Background: an optimization exercise with open tools, aiming at small area and few clock cycles per item. Do not read the settings as production practice. Only simulation tests tie the RTL to the original design; equivalence was not proved.

[flow/constraint.sdc]
create_clock -name core_clock -period 7.5 [get_ports {clk}]
set_input_delay 1.5000 -clock core_clock [delete_from_list [all_inputs] [get_ports {clk}]]
set_output_delay 1.5000 -clock core_clock [all_outputs]
set_load 0.01 [all_outputs]
[flow/design.v]
package sosg_pkg;
    localparam int unsigned PHASE_BITS_DEF      = 32;
    localparam int unsigned TABLE_ADDR_BITS_DEF = 10;
    localparam int unsigned SAMPLE_BITS_DEF     = 16;
    localparam int unsigned CELL_BITS = 8;
    localparam int unsigned AMP_BITS       = 15;
    localparam int unsigned STEP_BITS      = 32;
    localparam int unsigned APB_DATA_BITS  = 32;
    localparam int unsigned APB_ADDR_BITS  = 3;
    localparam logic [AMP_BITS-1:0]  AMP_RESET  = 15'd2048;
    localparam logic [STEP_BITS-1:0] STEP_RESET = 32'd0;
    localparam logic REG_AMPLITUDE  = 1'b0;
    localparam logic REG_PHASE_STEP = 1'b1;
    localparam int unsigned IN_DATA_BITS = 8;
    typedef struct packed {
        logic [AMP_BITS-1:0]  amplitude;
        logic [STEP_BITS-1:0] phase_step;
    } cfg_t;
    typedef struct packed {
        logic restart;
        logic block_end;
        logic carry;
    } cell_ctl_t;
endpackage
module sosg_regs (
    input  logic                                 clk,
    input  logic                                 rst_n,
    input  logic                                 psel,
    input  logic                                 penable,
    input  logic                                 pwrite,
    input  logic [sosg_pkg::APB_ADDR_BITS-1:0]   paddr,
    input  logic [sosg_pkg::APB_DATA_BITS-1:0]   pwdata,
    output logic [sosg_pkg::APB_DATA_BITS-1:0]   prdata,
    output logic                                 pready,
    output sosg_pkg::cfg_t                       cfg
);
    logic [sosg_pkg::AMP_BITS-1:0]  amplitude_reg;
    logic [sosg_pkg::STEP_BITS-1:0] phase_step_reg;
    logic                           wr_en;
    logic                           reg_idx;
    assign pready  = 1'b1;
    assign wr_en   = psel && penable && pwrite;
    assign reg_idx = paddr[2];
    always_ff @(posedge clk or negedge rst_n)
    begin
        if (!rst_n)
        begin
            amplitude_reg  <= sosg_pkg::AMP_RESET;
            phase_step_reg <= sosg_pkg::STEP_RESET;
        end
        else if (wr_en)
        begin
            case (reg_idx)
                sosg_pkg::REG_AMPLITUDE:  amplitude_reg  <= pwdata[sosg_pkg::AMP_BITS-1:0];
                sosg_pkg::REG_PHASE_STEP: phase_step_reg <= pwdata[sosg_pkg::STEP_BITS-1:0];
                default:                  ;
            endcase
        end
    end
    always_comb
    begin
        case (reg_idx)
            sosg_pkg::REG_AMPLITUDE:  prdata = sosg_pkg::APB_DATA_BITS'(amplitude_reg);
            sosg_pkg::REG_PHASE_STEP: prdata = sosg_pkg::APB_DATA_BITS'(phase_step_reg);
            default:                  prdata = '0;
        endcase
    end
    assign cfg.amplitude  = amplitude_reg;
    assign cfg.phase_step = phase_step_reg;
endmodule
module sosg_qrom (
    input  logic [10:0] addr,
    output logic [15:0] data
);
    logic [6:0] x;
    logic [2:0] c;
    logic [17:0] u;
    logic [8:0] sl;
    logic e;
    logic [18:0] p;
    assign x = addr[9:3];
    assign c = addr[2:0];
    always_comb
    begin
        case (x)
            7'd0: u = 18'd4;
            7'd1: u = 18'd3220;
            7'd2: u = 18'd6436;
            7'd3: u = 18'd9654;
            7'd4: u = 18'd12868;
            7'd5: u = 18'd16079;
            7'd6: u = 18'd19295;
            7'd7: u = 18'd22494;
            7'd8: u = 18'd25703;
            7'd9: u = 18'd28900;
            7'd10: u = 18'd32092;
            7'd11: u = 18'd35284;
            7'd12: u = 18'd38466;
            7'd13: u = 18'd41646;
            7'd14: u = 18'd44823;
            7'd15: u = 18'd47986;
            7'd16: u = 18'd51149;
            7'd17: u = 18'd54303;
            7'd18: u = 18'd57445;
            7'd19: u = 18'd60573;
            7'd20: u = 18'd63698;
            7'd21: u = 18'd66812;
            7'd22: u = 18'd69921;
            7'd23: u = 18'd73019;
            7'd24: u = 18'd76103;
            7'd25: u = 18'd79172;
            7'd26: u = 18'd82234;
            7'd27: u = 18'd85280;
            7'd28: u = 18'd88318;
            7'd29: u = 18'd91343;
            7'd30: u = 18'd94350;
            7'd31: u = 18'd97340;
            7'd32: u = 18'd100322;
            7'd33: u = 18'd103287;
            7'd34: u = 18'd106236;
            7'd35: u = 18'd109169;
            7'd36: u = 18'd112086;
            7'd37: u = 18'd114991;
            7'd38: u = 18'd117868;
            7'd39: u = 18'd120735;
            7'd40: u = 18'd123581;
            7'd41: u = 18'd126407;
            7'd42: u = 18'd129212;
            7'd43: u = 18'd132002;
            7'd44: u = 18'd134775;
            7'd45: u = 18'd137524;
            7'd46: u = 18'd140250;
            7'd47: u = 18'd142959;
            7'd48: u = 18'd145644;
            7'd49: u = 18'd148306;
            7'd50: u = 18'd150951;
            7'd51: u = 18'd153564;
            7'd52: u = 18'd156166;
            7'd53: u = 18'd158734;
            7'd54: u = 18'd161287;
            7'd55: u = 18'd163807;
            7'd56: u = 18'd166309;
            7'd57: u = 18'd168782;
            7'd58: u = 18'd171230;
            7'd59: u = 18'd173655;
            7'd60: u = 18'd176055;
            7'd61: u = 18'd178420;
            7'd62: u = 18'd180766;
            7'd63: u = 18'd183077;
            7'd64: u = 18'd185367;
            7'd65: u = 18'd187630;
            7'd66: u = 18'd189863;
            7'd67: u = 18'd192071;
            7'd68: u = 18'd194236;
            7'd69: u = 18'd196391;
            7'd70: u = 18'd198503;
            7'd71: u = 18'd200590;
            7'd72: u = 18'd202647;
            7'd73: u = 18'd204668;
            7'd74: u = 18'd206664;
            7'd75: u = 18'd208630;
            7'd76: u = 18'd210560;
            7'd77: u = 18'd212458;
            7'd78: u = 18'd214330;
            7'd79: u = 18'd216166;
            7'd80: u = 18'd217968;
            7'd81: u = 18'd219742;
            7'd82: u = 18'd221479;
            7'd83: u = 18'd223183;
            7'd84: u = 18'd224852;
            7'd85: u = 18'd226495;
            7'd86: u = 18'd228092;
            7'd87: u = 18'd229663;
            7'd88: u = 18'd231192;
            7'd89: u = 18'd232695;
            7'd90: u = 18'd234159;
            7'd91: u = 18'd235588;
            7'd92: u = 18'd236978;
            7'd93: u = 18'd238340;
            7'd94: u = 18'd239661;
            7'd95: u = 18'd240944;
            7'd96: u = 18'd242199;
            7'd97: u = 18'd243407;
            7'd98: u = 18'd244582;
            7'd99: u = 18'd245724;
            7'd100: u = 18'd246826;
            7'd101: u = 18'd247895;
            7'd102: u = 18'd248916;
            7'd103: u = 18'd249910;
            7'd104: u = 18'd250862;
            7'd105: u = 18'd251772;
            7'd106: u = 18'd252654;
            7'd107: u = 18'd253492;
            7'd108: u = 18'd254295;
            7'd109: u = 18'd255055;
            7'd110: u = 18'd255780;
            7'd111: u = 18'd256468;
            7'd112: u = 18'd257108;
            7'd113: u = 18'd257719;
            7'd114: u = 18'd258290;
            7'd115: u = 18'd258823;
            7'd116: u = 18'd259311;
            7'd117: u = 18'd259767;
            7'd118: u = 18'd260180;
            7'd119: u = 18'd260550;
            7'd120: u = 18'd260887;
            7'd121: u = 18'd261183;
            7'd122: u = 18'd261439;
            7'd123: u = 18'd261653;
            7'd124: u = 18'd261837;
            7'd125: u = 18'd261972;
            7'd126: u = 18'd262071;
            7'd127: u = 18'd262130;
            default: u = 18'd0;
        endcase
    end
    always_comb
    begin
        case (x)
            7'd0: sl = 9'd402;
            7'd1: sl = 9'd402;
            7'd2: sl = 9'd402;
            7'd3: sl = 9'd401;
            7'd4: sl = 9'd401;
            7'd5: sl = 9'd401;
            7'd6: sl = 9'd399;
            7'd7: sl = 9'd401;
            7'd8: sl = 9'd399;
            7'd9: sl = 9'd399;
            7'd10: sl = 9'd399;
            7'd11: sl = 9'd398;
            7'd12: sl = 9'd398;
            7'd13: sl = 9'd397;
            7'd14: sl = 9'd395;
            7'd15: sl = 9'd395;
            7'd16: sl = 9'd393;
            7'd17: sl = 9'd391;
            7'd18: sl = 9'd391;
            7'd19: sl = 9'd391;
            7'd20: sl = 9'd390;
            7'd21: sl = 9'd389;
            7'd22: sl = 9'd387;
            7'd23: sl = 9'd385;
            7'd24: sl = 9'd383;
            7'd25: sl = 9'd383;
            7'd26: sl = 9'd381;
            7'd27: sl = 9'd380;
            7'd28: sl = 9'd378;
            7'd29: sl = 9'd375;
            7'd30: sl = 9'd374;
            7'd31: sl = 9'd373;
            7'd32: sl = 9'd371;
            7'd33: sl = 9'd369;
            7'd34: sl = 9'd367;
            7'd35: sl = 9'd365;
            7'd36: sl = 9'd362;
            7'd37: sl = 9'd359;
            7'd38: sl = 9'd358;
            7'd39: sl = 9'd355;
            7'd40: sl = 9'd353;
            7'd41: sl = 9'd351;
            7'd42: sl = 9'd349;
            7'd43: sl = 9'd347;
            7'd44: sl = 9'd343;
            7'd45: sl = 9'd341;
            7'd46: sl = 9'd339;
            7'd47: sl = 9'd335;
            7'd48: sl = 9'd333;
            7'd49: sl = 9'd331;
            7'd50: sl = 9'd327;
            7'd51: sl = 9'd325;
            7'd52: sl = 9'd321;
            7'd53: sl = 9'd319;
            7'd54: sl = 9'd315;
            7'd55: sl = 9'd313;
            7'd56: sl = 9'd309;
            7'd57: sl = 9'd306;
            7'd58: sl = 9'd303;
            7'd59: sl = 9'd299;
            7'd60: sl = 9'd295;
            7'd61: sl = 9'd293;
            7'd62: sl = 9'd289;
            7'd63: sl = 9'd287;
            7'd64: sl = 9'd283;
            7'd65: sl = 9'd279;
            7'd66: sl = 9'd275;
            7'd67: sl = 9'd271;
            7'd68: sl = 9'd269;
            7'd69: sl = 9'd263;
            7'd70: sl = 9'd261;
            7'd71: sl = 9'd257;
            7'd72: sl = 9'd253;
            7'd73: sl = 9'd250;
            7'd74: sl = 9'd246;
            7'd75: sl = 9'd241;
            7'd76: sl = 9'd238;
            7'd77: sl = 9'd235;
            7'd78: sl = 9'd230;
            7'd79: sl = 9'd226;
            7'd80: sl = 9'd222;
            7'd81: sl = 9'd217;
            7'd82: sl = 9'd213;
            7'd83: sl = 9'd209;
            7'd84: sl = 9'd205;
            7'd85: sl = 9'd199;
            7'd86: sl = 9'd196;
            7'd87: sl = 9'd191;
            7'd88: sl = 9'd188;
            7'd89: sl = 9'd183;
            7'd90: sl = 9'd179;
            7'd91: sl = 9'd174;
            7'd92: sl = 9'd171;
            7'd93: sl = 9'd165;
            7'd94: sl = 9'd161;
            7'd95: sl = 9'd156;
            7'd96: sl = 9'd151;
            7'd97: sl = 9'd147;
            7'd98: sl = 9'd143;
            7'd99: sl = 9'd138;
            7'd100: sl = 9'd133;
            7'd101: sl = 9'd127;
            7'd102: sl = 9'd124;
            7'd103: sl = 9'd119;
            7'd104: sl = 9'd114;
            7'd105: sl = 9'd111;
            7'd106: sl = 9'd105;
            7'd107: sl = 9'd100;
            7'd108: sl = 9'd95;
            7'd109: sl = 9'd91;
            7'd110: sl = 9'd86;
            7'd111: sl = 9'd81;
            7'd112: sl = 9'd77;
            7'd113: sl = 9'd71;
            7'd114: sl = 9'd67;
            7'd115: sl = 9'd61;
            7'd116: sl = 9'd57;
            7'd117: sl = 9'd51;
            7'd118: sl = 9'd47;
            7'd119: sl = 9'd42;
            7'd120: sl = 9'd37;
            7'd121: sl = 9'd31;
            7'd122: sl = 9'd27;
            7'd123: sl = 9'd23;
            7'd124: sl = 9'd17;
            7'd125: sl = 9'd13;
            7'd126: sl = 9'd7;
            7'd127: sl = 9'd3;
            default: sl = 9'd0;
        endcase
    end
    always_comb
    begin
        case (addr[9:0])
            10'd31: e = 1'b1;
            10'd117: e = 1'b1;
            10'd170: e = 1'b1;
            10'd250: e = 1'b1;
            10'd292: e = 1'b1;
            10'd317: e = 1'b1;
            10'd338: e = 1'b1;
            10'd410: e = 1'b1;
            10'd413: e = 1'b1;
            10'd460: e = 1'b1;
            10'd477: e = 1'b1;
            10'd517: e = 1'b1;
            10'd533: e = 1'b1;
            10'd546: e = 1'b1;
            10'd549: e = 1'b1;
            10'd585: e = 1'b1;
            10'd607: e = 1'b1;
            10'd659: e = 1'b1;
            10'd674: e = 1'b1;
            10'd692: e = 1'b1;
            10'd707: e = 1'b1;
            10'd731: e = 1'b1;
            10'd763: e = 1'b1;
            10'd765: e = 1'b1;
            10'd781: e = 1'b1;
            10'd804: e = 1'b1;
            10'd813: e = 1'b1;
            10'd818: e = 1'b1;
            10'd820: e = 1'b1;
            10'd836: e = 1'b1;
            10'd860: e = 1'b1;
            10'd883: e = 1'b1;
            10'd898: e = 1'b1;
            10'd905: e = 1'b1;
            10'd906: e = 1'b1;
            10'd907: e = 1'b1;
            10'd908: e = 1'b1;
            10'd923: e = 1'b1;
            10'd941: e = 1'b1;
            10'd955: e = 1'b1;
            10'd956: e = 1'b1;
            10'd963: e = 1'b1;
            10'd970: e = 1'b1;
            10'd971: e = 1'b1;
            10'd972: e = 1'b1;
            10'd973: e = 1'b1;
            10'd974: e = 1'b1;
            10'd981: e = 1'b1;
            default: e = 1'b0;
        endcase
    end
    assign p = 19'(u) + 19'(c) * 19'(sl);
    assign data = addr[10] ? 16'd32768 : 16'(p[18:3]) + 16'(e);
endmodule
module sosg_shaper (
    input  logic [11:0] phase,       
    output logic [15:0] ent
);
    logic [9:0]  k;
    logic [10:0] addr;
    assign k    = phase[9:0];
    assign addr = phase[10] ? (11'd1024 - {1'b0, k}) : {1'b0, k};
    sosg_qrom u_qrom (
        .addr (addr),
        .data (ent)
    );
endmodule
module sine_oscillator_sample_generator #(
    parameter int unsigned PHASE_BITS      = sosg_pkg::PHASE_BITS_DEF,
    parameter int unsigned TABLE_ADDR_BITS = sosg_pkg::TABLE_ADDR_BITS_DEF,
    parameter int unsigned SAMPLE_BITS     = sosg_pkg::SAMPLE_BITS_DEF
) (
    input  logic                                clk,
    input  logic                                rst_n,
    input  logic                                s_tvalid,
    output logic                                s_tready,
    input  logic [sosg_pkg::IN_DATA_BITS-1:0]   s_tdata,   
    input  logic                                s_tlast,
    output logic                                m_tvalid,
    input  logic                                m_tready,
    output logic [((SAMPLE_BITS+7)/8)*8-1:0]    m_tdata,   
    output logic                                m_tlast,
    input  logic                                psel,
    input  logic                                penable,
    input  logic                                pwrite,
    input  logic [sosg_pkg::APB_ADDR_BITS-1:0]  paddr,
    input  logic [sosg_pkg::APB_DATA_BITS-1:0]  pwdata,
    output logic [sosg_pkg::APB_DATA_BITS-1:0]  prdata,
    output logic                                pready
);
    sosg_pkg::cfg_t cfg;
    logic        adv;
    logic        acc;
    logic        restart;
    logic [31:0] phase_reg;
    logic [15:0] ent;
    logic [15:0] ent_reg;
    logic        neg1_reg;
    logic        last1_reg;
    logic        v1_reg;
    logic [14:0] mag;
    logic [14:0] mag_reg;
    logic        neg2_reg;
    logic        last2_reg;
    logic        v2_reg;
    sosg_regs u_regs (
        .clk     (clk),
        .rst_n   (rst_n),
        .psel    (psel),
        .penable (penable),
        .pwrite  (pwrite),
        .paddr   (paddr),
        .pwdata  (pwdata),
        .prdata  (prdata),
        .pready  (pready),
        .cfg     (cfg)
    );
    assign adv      = !v2_reg || m_tready;
    assign s_tready = adv;
    assign acc      = s_tvalid && adv;
    assign restart  = s_tdata[0];
    always_ff @(posedge clk or negedge rst_n)
    begin
        if (!rst_n)
            phase_reg <= '0;
        else if (acc)
            phase_reg <= (restart ? 32'd0 : phase_reg) + cfg.phase_step;
    end
    sosg_shaper u_lookup (
        .phase (phase_reg[31:20]),
        .ent   (ent)
    );
    always_ff @(posedge clk or negedge rst_n)
    begin
        if (!rst_n)
        begin
            v1_reg <= 1'b0;
            v2_reg <= 1'b0;
        end
        else if (adv)
        begin
            v1_reg <= s_tvalid;
            v2_reg <= v1_reg;
        end
    end
    always_ff @(posedge clk)
    begin
        if (adv)
        begin
            ent_reg   <= restart ? 16'd0 : ent;
            neg1_reg  <= phase_reg[31];
            last1_reg <= s_tlast;
            mag_reg   <= mag;
            neg2_reg  <= neg1_reg;
            last2_reg <= last1_reg;
        end
    end
    always_comb
    begin
        logic [29:0] prod;
        prod = 30'(cfg.amplitude) * 30'(ent_reg[14:0]);
        mag  = ent_reg[15] ? cfg.amplitude : prod[29:15];
    end
    assign m_tvalid = v2_reg;
    assign m_tdata  = neg2_reg ? (16'd0 - {1'b0, mag_reg}) : {1'b0, mag_reg};
    assign m_tlast  = last2_reg;
endmodule
[flow/run.sh]
#!/bin/bash
# synth_recipe.tcl (not shown) runs the flow's synth.tcl, then flattens the netlist and writes it again
# the make line also repeats each setting of config.mk as NAME=value (left out here)
make -C /OpenROAD-flow-scripts/flow DESIGN_CONFIG=/design/flow/config.mk WORK_HOME=/design/flow/orfs CLKGATE_MAP_FILE= SYNTH_SCRIPT=/design/flow/synth_recipe.tcl finish
[flow/config.mk]
export PLATFORM = sky130hd
export DESIGN_NAME = sine_oscillator_sample_generator
export DESIGN_NICKNAME = sine_oscillator_sample_generator
export VERILOG_FILES = /design/flow/design.v
export SDC_FILE = /design/flow/constraint.sdc
export NUM_CORES = 4
export LEC_CHECK = 0
export ABC_AREA = 1
export CAP_MARGIN = 20
export CORE_MARGIN = 2
export CORE_UTILIZATION = 40
export SLEW_MARGIN = 20
export SYNTH_MEMORY_MAX_BITS = 65536
==> metrics.md <==
| Metric | Value |
|---|---|
| Worst EP arrival | 7200 ps |
| CTS tree | yes |
| Cts hold-fix bufs | 0 |
| R2R Path End | ent_reg[14]$_SDFFCE_PP0N_ |
| CTS root buf | clkbuf_16 |
| Net Count, Synth | approximately 3,200 |
| Maximum cell stage delay along the critical path | 500 ps |
| Total number of yosys warnings | 3 |
| H-tree levels | 4 |
| Overall die height | 223 microns |
| Slew Limit Fails | 0 |
| Syn_area_per_cell | roughly 6.9 sq um |
| Top Ports | 103 |
| Crit path capture type | register |
| Gpl congestion | just over 1 |
| Post-synth EDFFs | 35 |
| DRT Pass-1 Iters | 7 |
| Hold Path Sink | last2_reg$_DFFE_PN_ |
| Initial DRC Count | between 1,500 and 2,000 |
| Synth Flop Type | dfrtp_1 |
| Core ar. | 47,600 sq um |
| Die width | 223 microns |
| TritonCTS Buffers | 17 |
| Max clock buf depth | 2 |
| Avg WL per Cell | 20.1 microns |
| Initial antenna violation count | 1 |
| Die area | between 40,000 and 50,000 sq um |
| Final Hold Vio Count | 0 |
| Vias | 19,400 |
| Status | no timing/DRC/antenna violations |
| Slowest CP cell | fa_1 |
| Dpl hpwl | between 50,000 and 60,000 microns |
| Setup Skew | around 12 ps |
| FF-to-FF path depth | 39 |
| Crit Path Class | register to register |
| Placed cells | 3,568 |
| Crit Path Max Fanout | 7 |
| Post-synthesis cell area | 19,200 sq um |
| Library cells used by synthesis | 61 |
| Gr usage total | between 20 and 30% |
| Reg-to-reg critical path startpoint | phase_reg[21]$_DFFE_PN0P_ |
| Ys async rst share | 69.8% |
| Global-route wire length before repair | about 110,000 microns |
| Max Fclk | 0.142 GHz |
| Sequential fraction of the synthesis area | 16.0% |
| Relative slew slack | 37.4% |
| Critical Path Most Common Cell | nand2_1 |
| Flop and latch count out of synthesis | approximately 120 |
| Sink Count | roughly 120 |
| Vias in the first global route | 19,400 |
| Slew @ Worst Pin | 927 ps |
| Clock Latency Late Sink | 440 ps |
| Detailed Route WL | 72,200 microns |
| Worst-path clk slew | 60 ps |
| Unrepaired setup endpoints after global routing | false |
| Critical Path Source Type | register |
| Layout area overhead | 17.4% |
| Drt drc | 0 |
| TNS Setup | 0 ps |
| Filler Cells Inserted | 4,864 |
| Footprint of the multi-input gates | 13,800 sq um |
| Final setup vio count | 0 |
| Pin count of the biggest net entering global routing | between 70 and 80 |
| Initial Util | around two fifths |
| Antenna Nets Post-Route | 0 |
| Layout Cells excl Fill | 3,600 |
| Layout Nets | 3,365 |
| R2r setup slk | between 400 and 500 ps |
| Share of cells above drive strength 1 | 10.9% |
| Std cell rows | 80 |
| Worst min-delay path startpoint | last1_reg$_DFFE_PN_ |
| Seq. cell area | 3080 sq um |
| Antenna Cells | 0 |
| Crit path from | phase_reg[21]$_DFFE_PN0P_ |
| Maxcap violations | 0 |
| GR Overflow Total | 0 |
| Port-buffer cells | approximately 90 |
| Tightest Hold Check Type | register to register |
| Fin crit period | 7020 ps |
| Vias per cell | 5.38 |
| Hold path cells | 0 |
| Buffer count from post-CTS setup fixing | 0 |
| Syn Inst Count | approximately 2,800 |
| CP required | 7690 ps |
| Final period utilization | 93.6% |
cells by family (layout without fill, tap and decap cells):
group                      count (synthesis)  in the layout  share of synthesized area (%)
and+or+nand+nor                         1192           1192                           26.0
xor gates and xnor gates                  54             54                           2.46
buffers and inverters                    629            838                           12.6
DFF                                      116            116                           16.0
AOI/OAI and AO/OA                        425            425                           12.9
other                                      1              1                         0.0195
adders and majority gates                342            342                           29.1
muxes                                     17             17                          0.995
worst max-delay path, delay by kind of cell, from the launching register on:
family / cells / cell delay, ps
flops: 1 / 410
fa+ha+maj: 5 / 1750
xor+xnor: 1 / 180
buf+inv: 8 / 1050
simple gates: 18 / 1990
compound gates: 7 / 1360
Yosys cell counts, types with 6 or more instances:
master / instances / area (sq um)
nor4_1: 10 / 62.6
mux2_2: 17 / 191
inv_1: 502 / 1880
inv_2: 13 / 48.8
nand2_2: 25 / 156
xor2_1: 38 / 333
o21bai_1: 7 / 52.6
nor2_4: 7 / 78.8
clkbuf_1: 89 / 334
a21oi_1: 125 / 626
fa_1: 175 / 3500
ha_1: 167 / 2090
a21boi_0: 7 / 52.6
buf_4: 6 / 45.0
o211ai_1: 22 / 165
dfrtp_1: 80 / 2000
edfxtp_1: 35 / 1050
nor3_1: 20 / 100
nand3b_1: 10 / 75.1
o21ai_0: 170 / 851
buf_2: 10 / 50.1
o311ai_0: 8 / 70.1
or2_2: 11 / 68.8
o2111ai_1: 6 / 52.6
a221oi_1: 9 / 78.8
nand2_1: 727 / 2730
nand4_1: 16 / 100
o221ai_1: 9 / 78.8
a31oi_1: 18 / 113
xnor2_1: 16 / 140
nor2_1: 219 / 822
nand3_1: 128 / 641
per-layer routing:
layer | up-vias | share of wire, % | GRT usage (%) | routed length (microns)
met2 | 737 | 47 | 49.1 | 33800
met1 | 9271 | 41 | 36.5 | 29300
li1 | 9165 | - | - | -
met3 | 194 | 5.7 | 3.62 | 4100
met5 | - | 0.015 | 0 | 11
met4 | 2 | 6.8 | 18.3 | 4910
how the worst max path moves through the flow:
stage / slack [ps] / cells past startpoint / end
final: 480 / 39 / ent_reg[14]$_SDFFCE_PP0N_
after floorplan: 1130 / 38 / ent_reg[11]$_SDFFCE_PP0N_
after CTS: 180 / 37 / ent_reg[14]$_SDFFCE_PP0N_
after global placement: 240 / 39 / ent_reg[13]$_SDFFCE_PP0N_
after global routing: 3 / 41 / ent_reg[13]$_SDFFCE_PP0N_
after detailed placement: 240 / 39 / ent_reg[14]$_SDFFCE_PP0N_
cells in the final DEF, fill, tap and decap left out, types with 20 or more instances in the layout:
cell             synthesis  routed
nand2_1                727     726
inv_1                  502     501
nor2_1                 219     217
buf_4                    6     196
fa_1                   175     175
o21ai_0                170     170
ha_1                   167     167
nand3_1                128     128
a21oi_1                125     124
clkdlybuf4s50_1          0      91
dfrtp_1                 80      79
xor2_1                  38      38
edfxtp_1                35      35
nand2_2                 25      26
o211ai_1                22      22
nor3_1                  20      20
metrics by stage:
step / area, sq um / hold WS (ps) / setup WS, ps / util (%)
2_1_floorplan: 19200 / 400 / 1130 / -
3_3_place_gp: 21900 / 418 / 237 / 46.0
3_5_place_dp: 21900 / 414 / 236 / 46.0
4_1_cts: 22500 / 442 / 182 / 47.3
5_1_grt: 22600 / 452 / 2.88 / 47.4
6_report: 22600 / 433 / 482 / 47.4
timing repair:
item	in CTS	in global routing
gates resized for setup	0	11
hold endpoints to repair	0	0
setup endpoints to repair	0	9
final cells by class:
type                    instances  share of cell area, %
multi-input cells            2031                   61.0
repair buffers                289                   10.7
well taps                     615                   3.41
clock buffers                  19                   2.01
flip-flops and latches        116                   13.7
inverters                     517                   8.60
clock inverters                13                  0.638
Testbench counts, summed over its fixed seeds: cycles 19,264, items 19,200.

==> static timing again, ports no longer ideal <==
How much do the figures lean on ideal ports? The routed layout below was timed once more, with nothing changed but the port constraints.
Step 1 (the two cells are an assumption about what drives the block):
set clk [get_ports {clk}]
set_driving_cell -lib_cell sky130_fd_sc_hd__clkbuf_16 $clk
set_driving_cell -lib_cell sky130_fd_sc_hd__buf_2 [delete_from_list [all_inputs] $clk]
Step 2 adds t to the input delays and takes it off the output delays; t is the mean of the earliest and latest rising clock arrival at the registers after step 1. Input paths then give back, and output paths get back, about the clock's delay inside the block.
a / b / c = ideal / step 1 / step 2; a / b = the first two.
t, ns: 0.492
slack for setup (ns): 0.482 / 0.482 / 0.482
hold WS [ns]: 0.433 / 0.433 / 0.433
latest minus earliest clock arrival (ns): 0.013 / 0.013
After both steps setup and hold are still met in this run. The setup slack of this run moves by 0.000 ns with the drivers and by 0.000 ns with both steps.
